Background: an optimization exercise with open tools, aiming at small area, a short achievable clock period and few clock cycles per item. Do not read the settings as production practice.
Function was checked by simulation only, so behaviour that the tests miss may differ from the original.
No activity file was given, so power comes from the tool's default toggle rates.

--- flow/config.mk ---
export PLATFORM = sky130hd
export DESIGN_NAME = keyed_array_list
export DESIGN_NICKNAME = keyed_array_list
export VERILOG_FILES = /design/flow/design.v
export SDC_FILE = /design/flow/constraint.sdc
export NUM_CORES = 4
export LEC_CHECK = 0
export ABC_CLOCK_PERIOD_IN_PS = 2800
export CAP_MARGIN = 20
export CORE_MARGIN = 6
export CORE_UTILIZATION = 50
export CTS_CLUSTER_SIZE = 20
export PLACE_DENSITY = 0.65
export SETUP_SLACK_MARGIN = 3.0
export SLEW_MARGIN = 20
export TNS_END_PERCENT = 20
--- flow/constraint.sdc ---
create_clock -name core_clock -period 6.0 [get_ports {clk}]
set_input_delay 1.2000 -clock core_clock [delete_from_list [all_inputs] [get_ports {clk}]]
set_output_delay 1.2000 -clock core_clock [all_outputs]
set_load 0.01 [all_outputs]
--- flow/design.v ---
package kal_pkg;
	localparam int KEY_W     = 32;
	localparam int PAYLOAD_W = 32;
	localparam int CAP_W     = 5;
	localparam int POS_W     = 5;
	localparam int FOUND_W   = 4;
	localparam int COUNT_W   = 5;
	localparam logic [4:0] CAP_RESET = 5'd10;
endpackage
module kal_store (
	input  logic              clk,
	input  logic [15:0]       we,
	input  logic [31:0]       wkey,
	input  logic [31:0]       wpay,
	output logic [16*32-1:0]  keys,
	output logic [16*32-1:0]  pays
);
	logic [31:0] mk [0:15];
	logic [31:0] mp [0:15];
	always_ff @(posedge clk) begin
		for (int s = 0; s < 16; s++) begin
			if (we[s]) begin
				mk[s] <= wkey;
				mp[s] <= wpay;
			end
		end
	end
	always_comb begin
		for (int s = 0; s < 16; s++) begin
			keys[s*32 +: 32] = mk[s];
			pays[s*32 +: 32] = mp[s];
		end
	end
endmodule
module keyed_array_list #(
	parameter int MAX_ENTRIES = 16
) (
	input  logic                  clk,
	input  logic                  arst_n,
	input  logic                  cfg_we,
	input  logic [kal_pkg::CAP_W-1:0]      cfg_data,
	input  logic                  in_valid,
	output logic                  in_stall,
	input  logic [1:0]            kind,
	input  logic [kal_pkg::KEY_W-1:0]      key,
	input  logic [kal_pkg::PAYLOAD_W-1:0]  payload,
	input  logic [kal_pkg::POS_W-1:0]      position,
	output logic                  out_valid,
	input  logic                  out_stall,
	output logic [2:0]            status,
	output logic [kal_pkg::FOUND_W-1:0]    found_position,
	output logic [kal_pkg::COUNT_W-1:0]    entry_count_out,
	output logic                  is_empty,
	output logic                  is_full,
	output logic [kal_pkg::PAYLOAD_W-1:0] found_payload
);
	logic [4:0] ecap_q;
	logic [4:0] cfg_ecap;
	always_comb begin
		if (cfg_data == 5'd0) begin
			cfg_ecap = 5'd1;
		end else if (cfg_data > 5'd16) begin
			cfg_ecap = 5'd16;
		end else begin
			cfg_ecap = cfg_data;
		end
	end
	always_ff @(posedge clk or negedge arst_n) begin
		if (!arst_n) begin
			ecap_q <= kal_pkg::CAP_RESET;
		end else if (cfg_we) begin
			ecap_q <= cfg_ecap;
		end
	end
	logic run_q;
	logic o_v_w;
	assign run_q    = !(o_v_w && out_stall);
	assign in_stall = !run_q;
	logic [3:0]  ord_q [0:15];
	logic [3:0]  ord [0:15];        
	logic [4:0]  n_q;
	logic [15:0] vmask;             
	logic [3:0]  fs_q;              
	logic [3:0]  fs;
	logic        full_q;            
	logic [15:0] m_sh;              
	logic        l_ins, l_rem;      
	logic        l_fsfix;           
	logic [15:0]      mem_we;
	logic [16*32-1:0] keys, pays;
	logic        b_v, c_v;
	logic [1:0]  b_kind;
	logic [31:0] b_key, b_pay;
	logic [4:0]  b_pos;
	logic [15:0] b_pmo;
	logic        b_eq;
	logic        b_bp_m1, b_bp_0, b_bp_p1;
	logic        b_is_sr, b_is_rem;
	logic        b_ok_m1, b_ok_0, b_ok_p1;  
	logic [2:0]  c_st;
	logic [3:0]  c_fpos, c_fslot;
	logic [4:0]  c_cnt;
	logic        c_em, c_fu, c_found;
	kal_store u_store (
		.clk (clk),
		.we  (mem_we),
		.wkey(b_key),
		.wpay(b_pay),
		.keys(keys),
		.pays(pays)
	);
	always_comb begin
		for (int p = 0; p < 15; p++) begin
			ord[p] = ord_q[p];
		end
		ord[15] = l_rem ? c_fslot : ord_q[15];
		fs      = l_fsfix ? c_fslot : fs_q;
	end
	logic [15:0] raw;
	logic [15:0] pmo;
	always_comb begin
		for (int s = 0; s < 16; s++) begin
			raw[s] = (keys[s*32 +: 32] == key);
		end
		for (int p = 0; p < 16; p++) begin
			pmo[p] = raw[ord[p]];
		end
	end
	always_ff @(posedge clk or negedge arst_n) begin
		if (!arst_n) begin
			b_v <= 1'b0;
		end else if (run_q) begin
			b_v <= in_valid;
		end
	end
	always_ff @(posedge clk) begin
		if (run_q) begin
			b_kind  <= kind;
			b_key   <= key;
			b_pay   <= payload;
			b_pos   <= position;
			b_pmo   <= pmo;
			b_eq    <= (key == b_key);
			b_bp_m1 <= kind[0] && ({1'b0, position} > {1'b0, n_q} - 6'd1);
			b_bp_0  <= kind[0] && (position > n_q);
			b_bp_p1 <= kind[0] && ({1'b0, position} > {1'b0, n_q} + 6'd1);
			b_is_sr  <= kind[0] ^ kind[1];
			b_is_rem <= (kind == 2'd2);
			b_ok_m1 <= !(kind[0] ^ kind[1]) &&
				!(kind[0] && ({1'b0, position} > {1'b0, n_q} - 6'd1));
			b_ok_0  <= !(kind[0] ^ kind[1]) && !(kind[0] && (position > n_q));
			b_ok_p1 <= !(kind[0] ^ kind[1]) &&
				!(kind[0] && ({1'b0, position} > {1'b0, n_q} + 6'd1));
		end
	end
	logic [15:0] pm, lower, ge, first_oh, le_n, qdec, gtq;
	logic        found, is_sr, is_ins, is_rem, badpos, ins_ok, rem_ok, exec;
	logic [4:0]  q;
	logic [3:0]  fpos, fslot;
	logic [2:0]  st;
	logic [4:0]  n_p1, n_m1, n_nx;
	logic        fu_p1, fu_m1, full_nx, em_nx;
	logic [15:0] vmask_nx;
	logic [3:0]  fs_nx;
	logic [3:0]  ord_nx [0:15];
	logic [3:0]  ord_n1;
	always_comb begin
		for (int p = 0; p < 16; p++) begin
			if (!m_sh[p]) begin
				pm[p] = b_pmo[p];
			end else if (!l_ins) begin
				pm[p] = (p < 15) ? b_pmo[(p < 15) ? p + 1 : 15] : 1'b0;
			end else if ((p == 0) ? 1'b1 : !m_sh[(p > 0) ? p - 1 : 0]) begin
				pm[p] = b_eq;
			end else begin
				pm[p] = (p > 0) ? b_pmo[(p > 0) ? p - 1 : 0] : 1'b0;
			end
			pm[p] = pm[p] & vmask[p];
		end
		lower[0] = 1'b0;
		for (int p = 1; p < 16; p++) begin
			lower[p] = lower[p-1] | pm[p-1];
		end
		ge       = lower | pm;
		first_oh = pm & ~lower;
		found    = |pm;
		fpos  = '0;
		fslot = '0;
		for (int p = 0; p < 16; p++) begin
			fpos  = fpos  | ({4{first_oh[p]}} & 4'(p));
			fslot = fslot | ({4{first_oh[p]}} & ord[p]);
		end
		exec   = run_q & b_v;
		is_sr  = b_is_sr;
		is_ins = !b_is_sr;
		is_rem = b_is_rem;
		q      = b_kind[0] ? b_pos : n_q;
		badpos = l_ins ? b_bp_p1 : l_rem ? b_bp_m1 : b_bp_0;
		ins_ok = exec & !full_q &
			((l_ins & b_ok_p1) | (l_rem & b_ok_m1) | (!l_ins & !l_rem & b_ok_0));
		rem_ok = exec & is_rem & found;
		if (is_ins) begin
			st = full_q ? 3'd1 : badpos ? 3'd2 : 3'd0;
		end else begin
			st = found ? 3'd0 : (n_q == 5'd0) ? 3'd4 : 3'd3;
		end
		for (int p = 0; p < 16; p++) begin
			qdec[p] = (q == 5'(p));
			gtq[p]  = (5'(p) > q);
			le_n[p] = (p == 0) ? 1'b1 : vmask[(p > 0) ? p - 1 : 0];
		end
		n_p1   = n_q + 5'd1;
		n_m1   = n_q - 5'd1;
		fu_p1  = (n_p1 >= ecap_q);
		fu_m1  = (n_m1 >= ecap_q) && (n_q != 5'd0);
		ord_n1 = ord[n_p1[3:0]];
		if (ins_ok) begin
			n_nx     = n_p1;
			full_nx  = fu_p1;
			em_nx    = 1'b0;
			vmask_nx = le_n;
			fs_nx    = ord_n1;
		end else if (rem_ok) begin
			n_nx     = n_m1;
			full_nx  = fu_m1;
			em_nx    = (n_q == 5'd1);
			vmask_nx = {1'b0, vmask[15:1]};
			fs_nx    = fs;
		end else begin
			n_nx     = n_q;
			full_nx  = full_q;
			em_nx    = (n_q == 5'd0);
			vmask_nx = vmask;
			fs_nx    = fs;
		end
		for (int p = 0; p < 16; p++) begin
			if (ins_ok && qdec[p]) begin
				ord_nx[p] = fs;
			end else if (ins_ok && gtq[p] && le_n[p]) begin
				ord_nx[p] = ord[(p > 0) ? p - 1 : 0];
			end else if (exec && is_rem && ge[p] && p < 15) begin
				ord_nx[p] = ord[(p < 15) ? p + 1 : 15];
			end else begin
				ord_nx[p] = ord[p];
			end
		end
		for (int s = 0; s < 16; s++) begin
			mem_we[s] = ins_ok & (fs == 4'(s));
		end
	end
	always_ff @(posedge clk or negedge arst_n) begin
		if (!arst_n) begin
			n_q   <= '0;
			vmask <= '0;
			fs_q  <= '0;
			full_q <= 1'b0;
			l_ins  <= 1'b0;
			l_rem  <= 1'b0;
			l_fsfix <= 1'b0;
			for (int p = 0; p < 16; p++) begin
				ord_q[p] <= 4'(p);
			end
		end else begin
			if (cfg_we) begin
				full_q <= (n_q >= cfg_ecap);
			end else if (run_q) begin
				full_q <= full_nx;
			end
			if (run_q) begin
				n_q     <= n_nx;
				vmask   <= vmask_nx;
				fs_q    <= fs_nx;
				l_ins   <= ins_ok;
				l_rem   <= rem_ok;
				l_fsfix <= rem_ok & n_q[4];
				for (int p = 0; p < 16; p++) begin
					ord_q[p] <= ord_nx[p];
				end
			end
		end
	end
	always_ff @(posedge clk) begin
		if (run_q) begin
			m_sh   <= ins_ok ? ((gtq & le_n) | qdec) : rem_ok ? ge : '0;
		end
	end
	always_ff @(posedge clk or negedge arst_n) begin
		if (!arst_n) begin
			c_v <= 1'b0;
		end else if (run_q) begin
			c_v <= b_v;
		end
	end
	always_ff @(posedge clk) begin
		if (run_q) begin
			c_st    <= st;
			c_fpos  <= (is_sr & found) ? fpos : 4'd0;
			c_fslot <= fslot;
			c_found <= is_sr & found;
			c_cnt   <= n_nx;
			c_em    <= em_nx;
			c_fu    <= full_nx;
		end
	end
	logic [31:0] pay_d;
	logic [45:0] res_d;
	logic        o_v;
	logic [45:0] o_q;
	always_comb begin
		pay_d = '0;
		for (int s = 0; s < 16; s++) begin
			pay_d = pay_d | ({32{c_found && c_fslot == 4'(s)}} & pays[s*32 +: 32]);
		end
		res_d = {c_st, c_fpos, c_cnt, c_em, c_fu, pay_d};
	end
	always_ff @(posedge clk or negedge arst_n) begin
		if (!arst_n) begin
			o_v <= 1'b0;
		end else if (run_q) begin
			o_v <= c_v;
		end
	end
	always_ff @(posedge clk) begin
		if (run_q) begin
			o_q <= res_d;
		end
	end
	assign o_v_w           = o_v;
	assign out_valid       = o_v;
	assign status          = o_q[45:43];
	assign found_position  = o_q[42:39];
	assign entry_count_out = o_q[38:34];
	assign is_empty        = o_q[33];
	assign is_full         = o_q[32];
	assign found_payload   = o_q[31:0];
endmodule
--- flow/flow/run.sh ---
#!/bin/bash
# Own layout flow: the standard flow (standard.sh, unchanged synthesis and
# steps) with two placement/CTS choices the flow settings cannot make:
#  - port buffers are plain buf_2 cells (resizable later) instead of the
#    delay cells buffer_ports picks by default;
#  - clock tree sinks are clustered without dummy loads.
# Each tool's output is in the ORFS logs under orfs/logs; the make run's own
# output goes to flow_make.log here.
set -uo pipefail
export BUFFER_PORTS_ARGS="-buffer_cell sky130_fd_sc_hd__buf_2"
export CTS_ARGS="-sink_clustering_enable -repair_clock_nets -sink_clustering_size 24 -sink_clustering_max_diameter 80 -dont_use_dummy_load"
bash standard.sh > flow_make.log 2>&1
rc=$?
# keep a copy of every ORFS step log beside the make log
mkdir -p logs_orfs
cp -r orfs/logs/*/keyed_array_list/base/. logs_orfs/ 2>/dev/null || true
exit $rc
--- flow/standard.sh ---
#!/bin/bash
# synth_recipe.tcl (not shown) runs the flow's synth.tcl, then flattens the netlist and writes it again
# the make line also repeats each setting of config.mk as NAME=value (left out here)
make -C /OpenROAD-flow-scripts/flow DESIGN_CONFIG=/design/flow/config.mk WORK_HOME=/design/flow/orfs CLKGATE_MAP_FILE= SYNTH_SCRIPT=/design/flow/synth_recipe.tcl "${@:-finish}"
==> results of run 1 <==
-- flip-flops by register name, summed over array words and instances, names as in the netlist, 4 cells and up --
signal and flops:
u_store.mk 512, u_store.mp 512, ord_q 64, o_q 46, b_key 32, b_pay 32, b_pmo 16, m_sh 16
vmask 16, b_pos 5, c_cnt 5, ecap_q 5, n_q 5, c_fpos 4, c_fslot 4, fs_q 4
-- repair_timing --
item                                    4_1_cts  5_1_grt
pin swaps                                    45       61
gates resized for setup                     218      116
buffers inserted                             54       91
gates cloned                                  2        5
endpoints found under the setup margin     1262      394
-- cell type report --
type / instances / area (µm²)
Fill cell: 8634 / 47200
Tap cell: 1488 / 1860
Antenna cell: 1 / 2.50
Timing Repair Buffer: 423 / 3860
Inverter: 53 / 206
Clock buffer: 70 / 1750
Multi-Input combinational cell: 2191 / 17900
Timing Repair inverter: 1 / 5.00
Sequential cell: 1301 / 38600
-- final timing paths --
path | startpoint | to | slack [ns] | depth (start not counted)
max in group asynchronous | arst_n | ord_q[4][3] | 4.17 | 2
worst max register to register | l_ins | c_cnt[3] | 2.89 | 9
worst max-delay path | out_stall | in_stall | 2.86 | 4
min in group asynchronous | arst_n | vmask[7] | 0.58 | 1
worst min register to register | c_cnt[4] | o_q[38] | 0.39 | 0
worst min-delay path | c_cnt[4] | o_q[38] | 0.39 | 0
-- stage by stage --
step,power (mW),cells,hold WS [ns]
after detailed placement,18.3,5305,0.406
after CTS,23.3,5431,0.397
final,23.8,5528,0.388
after floorplan,15.8,3784,0.400
after global routing,24.5,5527,0.395
after global placement,18.2,5304,0.401
-- cells in the mapped netlist (6+ instances only) --
library cell and number:
a21o_1 24, nor2_1 145, inv_1 49, nand4_1 114, nor2b_1 17, nand2_1 151, mux2i_1 73, and3_1 17
mux2_1 9, a222oi_1 13, nor3_1 40, a31oi_1 31, nand3b_1 19, nor4b_1 7, a311oi_1 9, o21ai_0 65
a21oi_1 53, xor2_1 354, mux2_2 55, a211oi_1 10, buf_2 76, dfstp_2 34, o22ai_1 13, ha_1 36
dfrtp_1 67, nor3b_1 8, o311ai_0 15, and2_1 12, edfxtp_1 1200, o2111ai_1 11, nor4_1 116, nand2b_1 13
a22o_1 133, nand3_1 96, buf_1 12, nand4b_1 15, xnor2_1 200, a2111oi_0 6, o211ai_1 19, a22oi_1 19
o221ai_1 6, clkbuf_1 145, mux4_2 36, a221oi_1 144
-- metal layers --
metal / routed length [µm] / vias to the layer above
li1: - / 15200
met1: 70700 / 18800
met2: 83100 / 2204
met3: 17900 / 339
met4: 6560 / 0
met5: 0 / -
-- kinds of logic after synthesis --
| logic type | Yosys count |
|---|---|
| adders and majority gates | 36 |
| DFF | 1301 |
| muxes | 177 |
| buffers and inverters | 294 |
| and+or+nand+nor | 791 |
| AOI/OAI and AO/OA | 630 |
| xor gates and xnor gates | 555 |
-- report_power, final --
part	internal (mW)	switching, mW	total, mW
sequential	11.2	1.41	12.6
combinational	2.37	3.92	6.29
clock	2.09	2.80	4.89
-- worst max-delay path: cells and delay by family --
kind	cells	cell delay, ns
simple gates	1	0.23
buf+inv	3	0.49
==> impl_metrics.yaml, run 1 <==
place:
  port_buffers: 128
  place.gp.congestion: 0.917
  hpwl_um: 106000
  placed_area_mm2: 0.0597
  dp_slack_ns: 1.46
global_route:
  overflow: 0
  first_global_vias: 34400
  use_met3_pct: 4.82
  grtUsageTotal_pct: 27.9
  grt_max_degree: 63
  grtUsageMet1_pct: 39.7
  met2_usage_pct: 44.7
  antenna_found_initial: 3
  grt_first_pass_wirelength_um: 250000
  busiest_layer: "met2"
yosys:
  muxShareOfSynthArea_pct: 4.10
  syn_nets: 3901
  synth_top_area_cell: "edfxtp_1"
  synthArstFlopShare_pct: 7.76
  yosys_warnings: 7
  synth_fa_ha_area_share_pct: 0.795
  synthCells: 3784
  synth_area_leaders: "edfxtp_1 64%, xor2_1 5.5%, xnor2_1 3.1%, dfrtp_1 3.0%, a221oi_1 2.2%"
  synth_xor_area_share_pct: 8.60
  synth-compound-area-share_pct: 8.68
  synth_top_family_by_area: "compound AO/OA/AOI/OAI gates"
  synth.avg_cell_area_um2: 15.0
  ys_ff_latch: 1301
  synth_edf_count: 1200
  ys.flop_type: "edfxtp_1"
  yosys.area.top_type_share_pct: 63.6
  syn-cell-area_mm2: 0.0566
  synth_seq_area_share_pct: 68.2
  synth_cell_types: 95
  synthSimpleGateAreaFrac_pct: 7.49
floorplan:
  num_rows: 122
  initial_core_util_pct: 50.8
  pin_count: 129
  design.die.area_mm2: 0.121
  core_mm2: 0.111
  die_h_um: 349
  fp.dieW_um: 349
run:
  maxCapViolations: 0
critical_path:
  crit_fanout: 37
  path_class: "primary input to primary output"
  crit_path_frequent_cell: "buf_2"
  critPathSlowestCell: "nand2_8"
  arrival_ns: 1.94
  critPathCaptureType: "primary output"
  start_kind: "primary input"
  path_cells: "buf_2 > nand2_8 > clkinvlp_4 > buf_2"
  critPathMaxStageDelay_ns: 0.23
  required_ns: 4.80
sta:
  worst_slack_ns: 2.86
  final_max_slew_viol_count: 0
  setup_viol: 0
  setup_tns_ns: 0
  timing.fmax_mhz: 319
  skew_ns: 0.0785
  slew_headroom_pct: 33.9
  hold_violations: 0
  worst_pin_slew_ns: 0.991
  fin_crit_sh_pct: 52.3
  rsz0062_at_grt: "true"
  finalWorstPathRequiredPeriod_ns: 3.14
layout:
  final_common_cell: "edfxtp_1"
  final_area_mm2: 0.0642
  fin_util_pct: 57.6
  fin_nets: 4158
  syn2layout_area_growth_pct: 13.4
  final_cell_mix: "1200 x edfxtp_1, 348 x xor2_1, 205 x buf_4, 198 x xnor2_1, 148 x nand2_1"
  final_layout_size_suffix_gt1_share_pct: 20.4
pwr:
  power.density_mw_per_mm2: 370
  ir_drop_mv: 0.243
  leakage_nw: 21.5
clocking:
  worst_skew_pair.late_latency_ns: 0.67
  clk_path_buf_depth: 3
  clock-root-buffer: "clkbuf_16"
  ctsHoldBuffers: 0
  tritoncts.num_buffers: 70
  cts_max_level: 3
  cts_tree: "done"
  cts.reportedPaths.clkPinSlew_ns: 0.09
  clkSinkCount: 1301
routing:
  drc: 0
  vias_per_cell: 6.60
  wire_per_inst_um: 32.2
  ant_nets: 0
  dr_total_vias: 36500
  wirelength_um: 178000
  dr.pass1.iters: 9
  drtIter0Drc: 4972
status:
  outcome: "no timing/DRC/antenna violations"
hold_path:
  hold_path.class: "register to register"
Testbench counts, summed over its fixed seeds: cycles 2,584, items 2,560.
==> run 2, diff against run 1 <==
--- a/flow/flow/run.sh
+++ b/flow/flow/run.sh
@@ -8,7 +8,7 @@
 # output goes to flow_make.log here.
 set -uo pipefail
 export BUFFER_PORTS_ARGS="-buffer_cell sky130_fd_sc_hd__buf_2"
-export CTS_ARGS="-sink_clustering_enable -repair_clock_nets -sink_clustering_size 24 -sink_clustering_max_diameter 80 -dont_use_dummy_load"
+export CTS_ARGS="-sink_clustering_enable -repair_clock_nets -sink_clustering_size 30 -sink_clustering_max_diameter 80 -dont_use_dummy_load"
 bash standard.sh > flow_make.log 2>&1
 rc=$?
 # keep a copy of every ORFS step log beside the make log
--- a/flow/config.mk
+++ b/flow/config.mk
@@ -8,9 +8,8 @@
 export ABC_CLOCK_PERIOD_IN_PS = 2800
 export CAP_MARGIN = 20
 export CORE_MARGIN = 6
-export CORE_UTILIZATION = 50
-export CTS_CLUSTER_SIZE = 20
-export PLACE_DENSITY = 0.65
+export CORE_UTILIZATION = 58
+export PLACE_DENSITY = 0.7
 export SETUP_SLACK_MARGIN = 3.0
 export SLEW_MARGIN = 20
 export TNS_END_PERCENT = 20
==> run 2 against run 1 <==
Still clean on timing, DRC and antenna; hold slack better by 0.038 ns; synthesized cell count unchanged; critical path depth unchanged; clock power decreased by 11%; worst setup slack got worse by 0.039 ns; via count down 1.4%; final cell count fell by 5.7%; global-route usage increased by 3.2 points; critical path type is now register to register; critical endpoint is now u_store.mk[10][14]; highest routed layer is now met5.
==> impl_metrics.yaml, run 2 <==
yosys:
  yosys.area.top_type_share_pct: 63.6
  synth_edf_count: 1200
  synth_common_cells: "1200 x edfxtp_1, 354 x xor2_1, 200 x xnor2_1"
  synthCells: 3784
  yosys_warnings: 7
  syn-cell-area_mm2: 0.0566
  synth.avg_cell_area_um2: 15.0
  synth_seq_area_share_pct: 68.2
  ys.flop_type: "edfxtp_1"
  synth_area_leaders: "edfxtp_1 64%, xor2_1 5.5%, xnor2_1 3.1%, dfrtp_1 3.0%, a221oi_1 2.2%"
  syn_nets: 3901
  synth_top_area_cell: "edfxtp_1"
  ys_ff_latch: 1301
  synth_cell_types: 95
  synthArstFlopShare_pct: 7.76
  yosysMostFrequentCell: "edfxtp_1"
routing:
  drc: 0
  drtIter0Drc: 5435
  dr.pass1.iters: 8
  dr_total_vias: 36000
  wirelength_um: 171000
  ant_nets: 0
  wire_per_inst_um: 32.8
  vias_per_cell: 6.90
sta:
  fin_crit_sh_pct: 52.9
  final_max_slew_viol_count: 0
  timing.fmax_mhz: 315
  slew_headroom_pct: 25.0
  hold_violations: 0
  worst_pin_slew_ns: 1.13
  setup_viol: 0
  skew_ns: 0.0817
  setup_tns_ns: 0
  worst_slack_ns: 2.82
  rsz0062_at_grt: "true"
  finalWorstPathRequiredPeriod_ns: 3.18
floorplan:
  fp.dieW_um: 324
  num_rows: 114
  design.die.area_mm2: 0.105
  pin_count: 129
  core_mm2: 0.0967
  die_h_um: 324
  initial_core_util_pct: 58.6
clocking:
  clock-root-buffer: "clkbuf_16"
  clkSinkCount: 1301
  cts_max_level: 2
  tritoncts.num_buffers: 57
  worst_skew_pair.late_latency_ns: 0.71
  cts_tree: "done"
  cts.reportedPaths.clkPinSlew_ns: 0.09
  clk_path_buf_depth: 3
critical_path:
  path_cells: "mux2_2 > nand2_1 > nor2_4 > buf_12"
  crit_start: "c_fslot[1]"
  r2r-start: "c_fslot[1]"
  path_class: "register to register"
  critPathCaptureType: "register"
  cp-endpoint: "u_store.mk[10][14]"
  cp_top_family: "simple AND/OR/NAND/NOR gates"
  start_kind: "register"
  required_ns: 6.33
  critPathSlowestCell: "nor2_4"
  crit_cells: 4
  critPathMaxStageDelay_ns: 0.69
  timing.rr.end: "u_store.mk[10][14]"
  worstRegToRegCells: 4
  arrival_ns: 3.51
  crit_fanout: 51
  path_buf_inv: 1
  ff2ff_setup_slack_ns: 2.82
status:
  outcome: "no timing/DRC/antenna violations"
pwr:
  swShare_pct: 34.4
  leakage_nw: 20.7
  internal_power_mw: 15.1
  ir_drop_mv: 0.263
  power_mw: 23.0
  power.density_mw_per_mm2: 369
  switchingPower_mw: 7.92
  p_clk_share_pct: 18.9
  pwr-share-seq_pct: 54.7
  combPwrFrac_pct: 26.4
layout:
  multi_input_area_mm2: 0.0179
  final_cell_mix: "1200 x edfxtp_1, 349 x xor2_1, 199 x xnor2_1, 164 x buf_4, 148 x nand2_1"
  final_area_mm2: 0.0625
  regArea_mm2: 0.0386
  final_layout_size_suffix_gt1_share_pct: 17.8
  syn2layout_area_growth_pct: 10.4
  nFillCells: 6855
  final_common_cell: "edfxtp_1"
  fin_util_pct: 64.6
  largest_registers: "u_store.mk (512), u_store.mp (512), ord_q (64)"
  fin_nets: 4055
global_route:
  grt_max_degree: 71
  grt_first_pass_wirelength_um: 244000
  antenna_found_initial: 1
  first_global_vias: 34200
  overflow: 0
  grtUsageTotal_pct: 31.1
place:
  port_buffers: 128
  hpwl_um: 102000
  placed_area_mm2: 0.0593
  place.gp.congestion: 0.958
  dp_slack_ns: 1.53
run:
  maxCapViolations: 0
hold_path:
  hold_path.class: "register to register"
  hp-start: "c_fpos[0]"
-- run 2: per-stage QoR --
stage / std cells / hold WS (ns)
CTS: 5168 / 0.427
detailed placement: 5074 / 0.405
floorplan: 3784 / 0.400
global route: 5212 / 0.433
finish: 5213 / 0.426
global placement: 5074 / 0.402
-- run 2: logic make-up after synthesis --
| kind of cell | count (synthesis) | synth area share, % |
|---|---|---|
| muxes | 177 | 4.10 |
| and+or+nand+nor | 791 | 7.49 |
| AOI/OAI and AO/OA | 630 | 8.68 |
| DFF | 1301 | 68.2 |
| adders and majority gates | 36 | 0.795 |
| buffers and inverters | 294 | 2.18 |
| xor gates and xnor gates | 555 | 8.60 |
-- run 2: worst min path at each step --
| stage | cells past startpoint | end |
|---|---|---|
| after floorplan | 0 | o_q[32] |
| after global placement | 0 | o_q[39] |
| after detailed placement | 0 | o_q[35] |
| after CTS | 0 | o_q[35] |
| after global routing | 0 | o_q[39] |
| final | 0 | o_q[39] |
-- run 2: metal layers --
metal / track usage (%) / wire length [µm]
met1: 44.5 / 65400
met2: 49.7 / 80800
met3: 5.00 / 18200
met4: 10.0 / 6690
met5: 0 / 9
-- run 2: cell type report --
type | count | share of cell area [%]
flip-flops and latches | 1301 | 61.8
multi-input cells | 2192 | 28.6
repair buffers | 332 | 4.44
well taps | 1276 | 2.55
clock buffers | 57 | 2.28
inverters | 53 | 0.330
repair inverters | 1 | 0.00801
diodes | 1 | 0.00400
-- run 2: worst reg2reg max path, cell delays in order, from the launching register on --
cell      delay (ns)
edfxtp_1        0.66
mux2_2          0.57
nand2_1         0.46
nor2_4          0.69
buf_12          0.43
-- run 2: timing repair --
action / 4_1_cts / 5_1_grt
hold buffers: 0 / 0
endpoints found under the setup margin: 1123 / 395
pin swaps: 16 / 35
gates cloned: 3 / 2
resized for setup: 151 / 103
setup buffers: 34 / 42
-- run 2: power groups by stage --
stage / combinational [mW] / sequential, mW / clock [mW]
finish: 6.08 / 12.6 / 4.35
global route: 6.39 / 12.7 / 4.71
CTS: 5.81 / 12.5 / 4.40
detailed placement: 5.47 / 12.7 / 0
global placement: 5.40 / 12.7 / 0
floorplan: 3.87 / 11.9 / 0
==> run 3, diff against run 2 <==
--- a/flow/flow/run.sh
+++ b/flow/flow/run.sh
@@ -8,7 +8,7 @@
 # output goes to flow_make.log here.
 set -uo pipefail
 export BUFFER_PORTS_ARGS="-buffer_cell sky130_fd_sc_hd__buf_2"
-export CTS_ARGS="-sink_clustering_enable -repair_clock_nets -sink_clustering_size 30 -sink_clustering_max_diameter 80 -dont_use_dummy_load"
+export CTS_ARGS="-sink_clustering_enable -repair_clock_nets -sink_clustering_size 28 -sink_clustering_max_diameter 80 -dont_use_dummy_load"
 bash standard.sh > flow_make.log 2>&1
 rc=$?
 # keep a copy of every ORFS step log beside the make log
--- a/flow/config.mk
+++ b/flow/config.mk
@@ -5,11 +5,12 @@
 export SDC_FILE = /design/flow/constraint.sdc
 export NUM_CORES = 4
 export LEC_CHECK = 0
+export ABC_AREA = 1
 export ABC_CLOCK_PERIOD_IN_PS = 2800
 export CAP_MARGIN = 20
 export CORE_MARGIN = 6
-export CORE_UTILIZATION = 58
-export PLACE_DENSITY = 0.7
+export CORE_UTILIZATION = 55
+export PLACE_DENSITY = 0.68
 export SETUP_SLACK_MARGIN = 3.0
 export SLEW_MARGIN = 20
 export TNS_END_PERCENT = 20
==> run 3 against run 2 <==
Hold slack better by 0.0037 ns; worst setup slack better by 0.0086 ns; first-iteration DRC count is 5.3% lower; synthesized cell count up 33%; count of clock-buffer cells in the layout grew 1; synthesized area rose by 3.0%; clock power is 0.9% higher; global-route usage shrank 3.0 points; clock skew increased by 0.021 ns; sequential share of layout area is 0.85 points lower; non-clock buffer count shrank 76; critical path type unchanged; highest routed layer unchanged.
==> impl_metrics.yaml, run 3 <==
routing:
  vias_per_cell: 6.14
  dr.pass1.iters: 9
  dr_total_vias: 40200
  drtIter0Drc: 5145
  wirelength_um: 165000
  ant_nets: 0
  drc: 0
  wire_per_inst_um: 25.3
layout:
  final_common_cell: "edfxtp_1"
  n_antenna_cell: 0
  finalNonFillerCells: 6542
  fin_nets: 5281
  largest_registers: "u_store.mk (512), u_store.mp (512), ord_q (64)"
  nFillCells: 8232
  final_layout_size_suffix_gt1_share_pct: 13.6
  fin_util_pct: 60.8
  final_cell_mix: "1200 x edfxtp_1, 839 x nand2_1, 398 x inv_1, 379 x nand3_1, 270 x nor2_1"
  syn2layout_area_growth_pct: 8.68
pwr:
  internal_power_mw: 15.1
  ir_drop_mv: 0.307
  p_clk_share_pct: 18.6
  switchingPower_mw: 8.50
  pwr-share-seq_pct: 52.9
  power.density_mw_per_mm2: 373
  leakage_nw: 23.1
  swShare_pct: 36.0
  power_mw: 23.6
  combPwrFrac_pct: 28.5
clocking:
  cts_max_level: 2
  clk_path_buf_depth: 3
  clock-root-buffer: "clkbuf_16"
  clkSinkCount: 1301
  tritoncts.num_buffers: 58
  cts_tree: "done"
  cts.reportedPaths.clkPinSlew_ns: 0.10
  worst_skew_pair.late_latency_ns: 0.73
global_route:
  first_global_vias: 37600
  busiest_layer: "met2"
  overflow: 0
  grt_first_pass_wirelength_um: 242000
  met2_usage_pct: 44.5
  grtUsageMet1_pct: 40.8
  grt_max_degree: 66
  use_met3_pct: 3.95
  antenna_found_initial: 4
  grtUsageTotal_pct: 28.1
floorplan:
  core_mm2: 0.104
  fp.dieW_um: 338
  num_rows: 118
  initial_core_util_pct: 56.0
  pin_count: 129
  die_h_um: 338
  design.die.area_mm2: 0.114
yosys:
  synth_seq_area_share_pct: 66.2
  synth_common_cells: "1200 x edfxtp_1, 854 x nand2_1, 415 x inv_1"
  syn_nets: 5150
  synth.avg_cell_area_um2: 11.6
  synthArstFlopShare_pct: 7.76
  synth_area_leaders: "edfxtp_1 62%, nand2_1 5.5%, nand3_1 3.3%, xor2_1 3.1%, dfrtp_1 2.9%"
  yosys.area.top_type_share_pct: 61.8
  synth_top_area_cell: "edfxtp_1"
  synth_cell_types: 64
  ys.flop_type: "edfxtp_1"
  syn-cell-area_mm2: 0.0583
  ys_ff_latch: 1301
  synthCells: 5033
  yosys_warnings: 7
  synth_edf_count: 1200
  yosysMostFrequentCell: "edfxtp_1"
place:
  hpwl_um: 103000
  port_buffers: 128
  place.gp.congestion: 0.978
  placed_cells: 6402
sta:
  fin_crit_sh_pct: 52.8
  finalWorstPathRequiredPeriod_ns: 3.17
  setup_tns_ns: 0
  setup_viol: 0
  worst_pin_slew_ns: 1.03
  skew_ns: 0.103
  slew_headroom_pct: 31.0
  hold_violations: 0
  timing.fmax_mhz: 316
  rsz0062_at_grt: "true"
  final_max_slew_viol_count: 0
critical_path:
  crit_start: "l_fsfix"
  path_class: "register to register"
  timing.rr.end: "u_store.mk[7][15]"
  critPathCaptureType: "register"
  r2r-start: "l_fsfix"
  start_kind: "register"
  crit_fanout: 50
  ff2ff_setup_slack_ns: 2.83
  cp-endpoint: "u_store.mk[7][15]"
  arrival_ns: 3.50
  required_ns: 6.33
  worstRegToRegCells: 7
hold_path:
  hold_path.class: "register to register"
run:
  maxCapViolations: 0
status:
  outcome: "no timing/DRC/antenna violations"
run 3: cell types whose count changed after synthesis, moves of 69 or more:
cell,delta
mux2i_1,-73
nand3_1,+289
a22o_1,-87
nor4_1,-74
o22ai_1,+71
or2_2,+170
a221oi_1,-79
xor2_1,-145
nor2_1,+172
nand2_1,+703
inv_1,+366
a21oi_1,+113
xnor2_1,-69
o21ai_0,+116
run 3: power by group through the flow:
| stage | Sequential [mW] | Clock, mW | Combinational (mW) |
|---|---|---|---|
| final | 12.5 | 4.39 | 6.74 |
| after CTS | 12.5 | 4.44 | 6.43 |
| after floorplan | 12.1 | 0 | 4.40 |
| after global placement | 12.7 | 0 | 6.24 |
| after detailed placement | 12.7 | 0 | 6.33 |
| after global routing | 12.6 | 4.74 | 7.28 |
run 3: cell families after synthesis:
logic type	Yosys count	synth area share (%)
buffers and inverters	644	4.51
AOI/OAI and AO/OA	746	8.01
xor gates and xnor gates	341	5.13
adders and majority gates	36	0.772
DFF	1301	66.2
and+or+nand+nor	1965	15.4
run 3: repair_timing:
item,4_1_cts,5_1_grt
resized for setup,66,79
cloned,11,5
endpoints found under the setup margin,816,540
hold buffers,0,0
buffers inserted,31,34
pin swaps,10,9
run 3: per-stage QoR:
stage | setup slack (ns) | hold WS (ns) | cell area (µm²)
floorplan | 2.49 | 0.400 | 58500
global placement | 1.24 | 0.404 | 60600
detailed placement | 1.23 | 0.405 | 60700
CTS | 2.75 | 0.430 | 62700
global route | 2.86 | 0.435 | 63400
finish | 2.83 | 0.430 | 63400
run 3: area by class of cell:
cell class / instances / area [µm²] / area share, %
repair buffers: 256 / 2020 / 3.19
clock buffers: 58 / 1450 / 2.29
well taps: 1380 / 1730 / 2.72
repair inverters: 13 / 95.1 / 0.150
multi-input cells: 3091 / 17700 / 28.0
inverters: 443 / 1740 / 2.75
flip-flops and latches: 1301 / 38600 / 60.9
run 3: worst min path at each step:
| stage | startpoint | endpoint | slack, ns | depth (start not counted) |
|---|---|---|---|---|
| global placement | c_cnt[4] | o_q[38] | 0.40 | 0 |
| floorplan | c_fu | o_q[32] | 0.40 | 0 |
| detailed placement | c_st[2] | o_q[45] | 0.41 | 0 |
| global route | c_fpos[1] | o_q[40] | 0.43 | 0 |
| finish | c_cnt[2] | o_q[36] | 0.43 | 0 |
| CTS | c_st[2] | o_q[45] | 0.43 | 0 |
run 3: critical path: stages, from the launching register on:
cell and delay (ns):
dfrtp_1 0.51, nand2_1 0.12, o21ai_1 0.06, buf_4 0.25
inv_1 0.67, nand2_4 0.20, nor2_4 0.58, buf_12 0.41
run 3: per-layer routing:
metal | part of all wire [%] | routed length, µm
met1 | 41 | 67500
met2 | 46 | 76600
met3 | 9.2 | 15300
met4 | 3.6 | 5990
met5 | 0.016 | 26
==> run 4, diff against run 3 <==
--- a/flow/config.mk
+++ b/flow/config.mk
@@ -5,7 +5,6 @@
 export SDC_FILE = /design/flow/constraint.sdc
 export NUM_CORES = 4
 export LEC_CHECK = 0
-export ABC_AREA = 1
 export ABC_CLOCK_PERIOD_IN_PS = 2800
 export CAP_MARGIN = 20
 export CORE_MARGIN = 6
==> run 4 against run 3 <==
First-iteration DRC count rose by 1.2%; critical path depth is 4 higher; hold slack lost 0.0053 ns; clock skew shrank 0.0088 ns; largest cell class unchanged; largest power group unchanged; critical endpoint is now b_pmo[15]; synthesized cell count decreased by 25%.
==> impl_metrics.yaml, run 4 <==
status:
  outcome: "no timing/DRC/antenna violations"
floorplan:
  num_rows: 117
  initial_core_util_pct: 55.6
  die_h_um: 333
  design.die.area_mm2: 0.111
  fp.dieW_um: 333
  core_mm2: 0.102
  pin_count: 129
critical_path:
  worstRegToRegCells: 4
  timing.rr.end: "u_store.mk[15][29]"
  crit_fanout: 11
  path_class: "primary input to register"
  arrival_ns: 3.55
  ff2ff_setup_slack_ns: 2.89
  start_kind: "primary input"
  critPathCaptureType: "register"
  required_ns: 6.41
  r2r-start: "c_fslot[1]"
  crit_start: "key[10]"
clocking:
  cts.reportedPaths.clkPinSlew_ns: 0.08
  cts_max_level: 2
  clk_path_buf_depth: 3
  clkSinkCount: 1301
  tritoncts.num_buffers: 59
  worst_skew_pair.late_latency_ns: 0.74
  clock-root-buffer: "clkbuf_16"
  ctsHoldBuffers: 0
  cts_tree: "done"
layout:
  syn2layout_area_growth_pct: 10.4
  final_layout_size_suffix_gt1_share_pct: 17.6
  multi_input_area_mm2: 0.0177
  fin_util_pct: 61.4
  fin_nets: 4059
  regArea_mm2: 0.0386
  final_cell_mix: "1200 x edfxtp_1, 349 x xor2_1, 200 x xnor2_1, 165 x buf_4, 148 x nand2_1"
  largest_registers: "u_store.mk (512), u_store.mp (512), ord_q (64)"
  nFillCells: 7566
  final_common_cell: "edfxtp_1"
global_route:
  first_global_vias: 34400
  grtUsageTotal_pct: 29.8
  grt_max_degree: 65
  grt_first_pass_wirelength_um: 245000
  antenna_found_initial: 5
  overflow: 0
sta:
  timing.fmax_mhz: 318
  final_max_slew_viol_count: 0
  slew_headroom_pct: 31.2
  worst_pin_slew_ns: 1.03
  fin_crit_sh_pct: 52.4
  setup_tns_ns: 0
  finalWorstPathRequiredPeriod_ns: 3.14
  skew_ns: 0.0940
  hold_violations: 0
  rsz0062_at_grt: "true"
  setup_viol: 0
pwr:
  ir_drop_mv: 0.261
  power.density_mw_per_mm2: 369
  leakage_nw: 20.8
yosys:
  synth_area_leaders: "edfxtp_1 64%, xor2_1 5.5%, xnor2_1 3.1%, dfrtp_1 3.0%, a221oi_1 2.2%"
  syn_nets: 3901
  ys.flop_type: "edfxtp_1"
  synth_seq_area_share_pct: 68.2
  yosys_warnings: 7
  synth.avg_cell_area_um2: 15.0
  synthCells: 3784
  yosys.area.top_type_share_pct: 63.6
  ys_ff_latch: 1301
  synthArstFlopShare_pct: 7.76
  synth_cell_types: 95
  syn-cell-area_mm2: 0.0566
  synth_common_cells: "1200 x edfxtp_1, 354 x xor2_1, 200 x xnor2_1"
  yosysMostFrequentCell: "edfxtp_1"
  synth_top_area_cell: "edfxtp_1"
  synth_edf_count: 1200
hold_path:
  min_to: "o_q[42]"
  hold_path.class: "register to register"
  hold_depth: 0
  hp-start: "c_fpos[3]"
routing:
  wire_per_inst_um: 32.1
  vias_per_cell: 6.74
  dr.pass1.iters: 8
  ant_nets: 0
  drtIter0Drc: 5209
  wirelength_um: 171000
  dr_total_vias: 35800
  drc: 0
place:
  place.gp.congestion: 0.933
  hpwl_um: 102000
  port_buffers: 128
run:
  maxCapViolations: 0
==> run 4: cell count changes after synthesis, moves of 116 or more <==
| cell | previous run | this run |
|---|---|---|
| nand2_1 | 854 | 151 |
| nand3_1 | 385 | 96 |
| nor2_1 | 317 | 145 |
| inv_1 | 415 | 49 |
| o21ai_0 | 181 | 65 |
| or2_2 | 172 | 2 |
| xor2_1 | 209 | 354 |
==> run 4: worst max-delay path by stage <==
stage / depth (start not counted) / slack (ns) / end
floorplan: 6 / 2.46 / u_store.mk[11][0]
global placement: 10 / 1.71 / b_pmo[6]
detailed placement: 10 / 1.67 / b_pmo[6]
CTS: 9 / 2.86 / fs_q[3]
global route: 7 / 2.83 / ord_q[10][2]
finish: 11 / 2.86 / b_pmo[15]
==> run 4: cells by family after synthesis <==
group           synth area share [%]
flops                           68.2
simple gates                    7.49
compound gates                  8.68
xor+xnor                        8.60
buf+inv                         2.18
mux                             4.10
fa+ha+maj                      0.795
==> run 4: final cells by class <==
type                            count  share of cell area [%]
Sequential cell                  1301                    61.7
Timing Repair Buffer              335                    4.46
Tap cell                         1368                    2.74
Multi-Input combinational cell   2191                    28.3
Timing Repair inverter              1                 0.00800
Clock buffer                       59                    2.36
Antenna cell                        1                 0.00400
Inverter                           53                   0.330
==> run 4: power by group <==
group / switching (mW) / internal, mW / total (mW)
clock: 2.68 / 1.75 / 4.44
combinational: 3.84 / 2.21 / 6.05
sequential: 1.39 / 11.2 / 12.6
==> run 4: per-layer routing <==
layer	track usage [%]	share of wire, %
met1	42.5	39
met2	48.1	47
met3	4.91	11
met4	8.31	3.3
met5	0	0.016
==> run 4: repair_timing <==
action | CTS | global route
resized for setup | 145 | 91
endpoints found under the setup margin | 1000 | 288
setup buffers | 35 | 29
cloned | 6 | 1
pin swaps | 27 | 38
==> run 4: per-stage QoR <==
step | std cells | setup WS (ns) | hold slack (ns) | power, mW | instance area [µm²]
floorplan | 3784 | 2.46 | 0.400 | 15.8 | 56800
finish | 5309 | 2.86 | 0.424 | 23.1 | 62500
detailed placement | 5178 | 1.67 | 0.405 | 18.2 | 59500
global route | 5308 | 2.83 | 0.438 | 23.9 | 62500
global placement | 5178 | 1.71 | 0.402 | 18.2 | 59500
CTS | 5278 | 2.86 | 0.425 | 22.8 | 61900
==> run 4: critical path, stage by stage <==
cell and delay [ns]:
buf_16 0.09, buf_4 0.27, xor2_1 0.42, nor4_2 0.09
nand4_1 0.30, nor2_2 0.09, buf_4 0.15, buf_8 0.13
mux4_2 0.45, o32ai_1 0.25, a211oi_1 0.08

==> what the ideal ports hide <==
The results above use ideal ports. As a check the final layouts listed here were re-extracted and re-timed, cells and wires unchanged.
Step 1 sets driving cells, clkbuf_16 on the clock port and buf_2 on the other inputs (assumed; they add their load-dependent delay and slew).
Step 2 also shifts input and output timing later by t, the mid clock arrival at the registers, as if the neighbouring blocks saw the same clock.
Three values: no drivers, after step 1, after step 2; two values: the first two.
run | t, ns | slack for setup (ns) | hold WS [ns] | worst slew at a driven data input, ns | cell pins on the clock port's net
run 1 | 0.714 | 2.863 / 2.843 / 2.205 | 0.388 / 0.388 / 0.388 | 0.10 | 1
run 2 | 0.750 | 2.824 / 2.824 / 2.252 | 0.426 / 0.426 / 0.426 | 0.16 | 1
run 3 | 0.748 | 2.832 / 2.832 / 2.206 | 0.430 / 0.430 / 0.430 | 0.20 | 1
run 4 | 0.763 | 2.855 / 2.830 / 2.067 | 0.424 / 0.424 / 0.424 | 0.09 | 1
After both steps setup and hold are still met in every run listed. For run 4, which loses most, drivers alone change the setup slack by -0.025 ns; drivers and shift together by -0.788 ns.
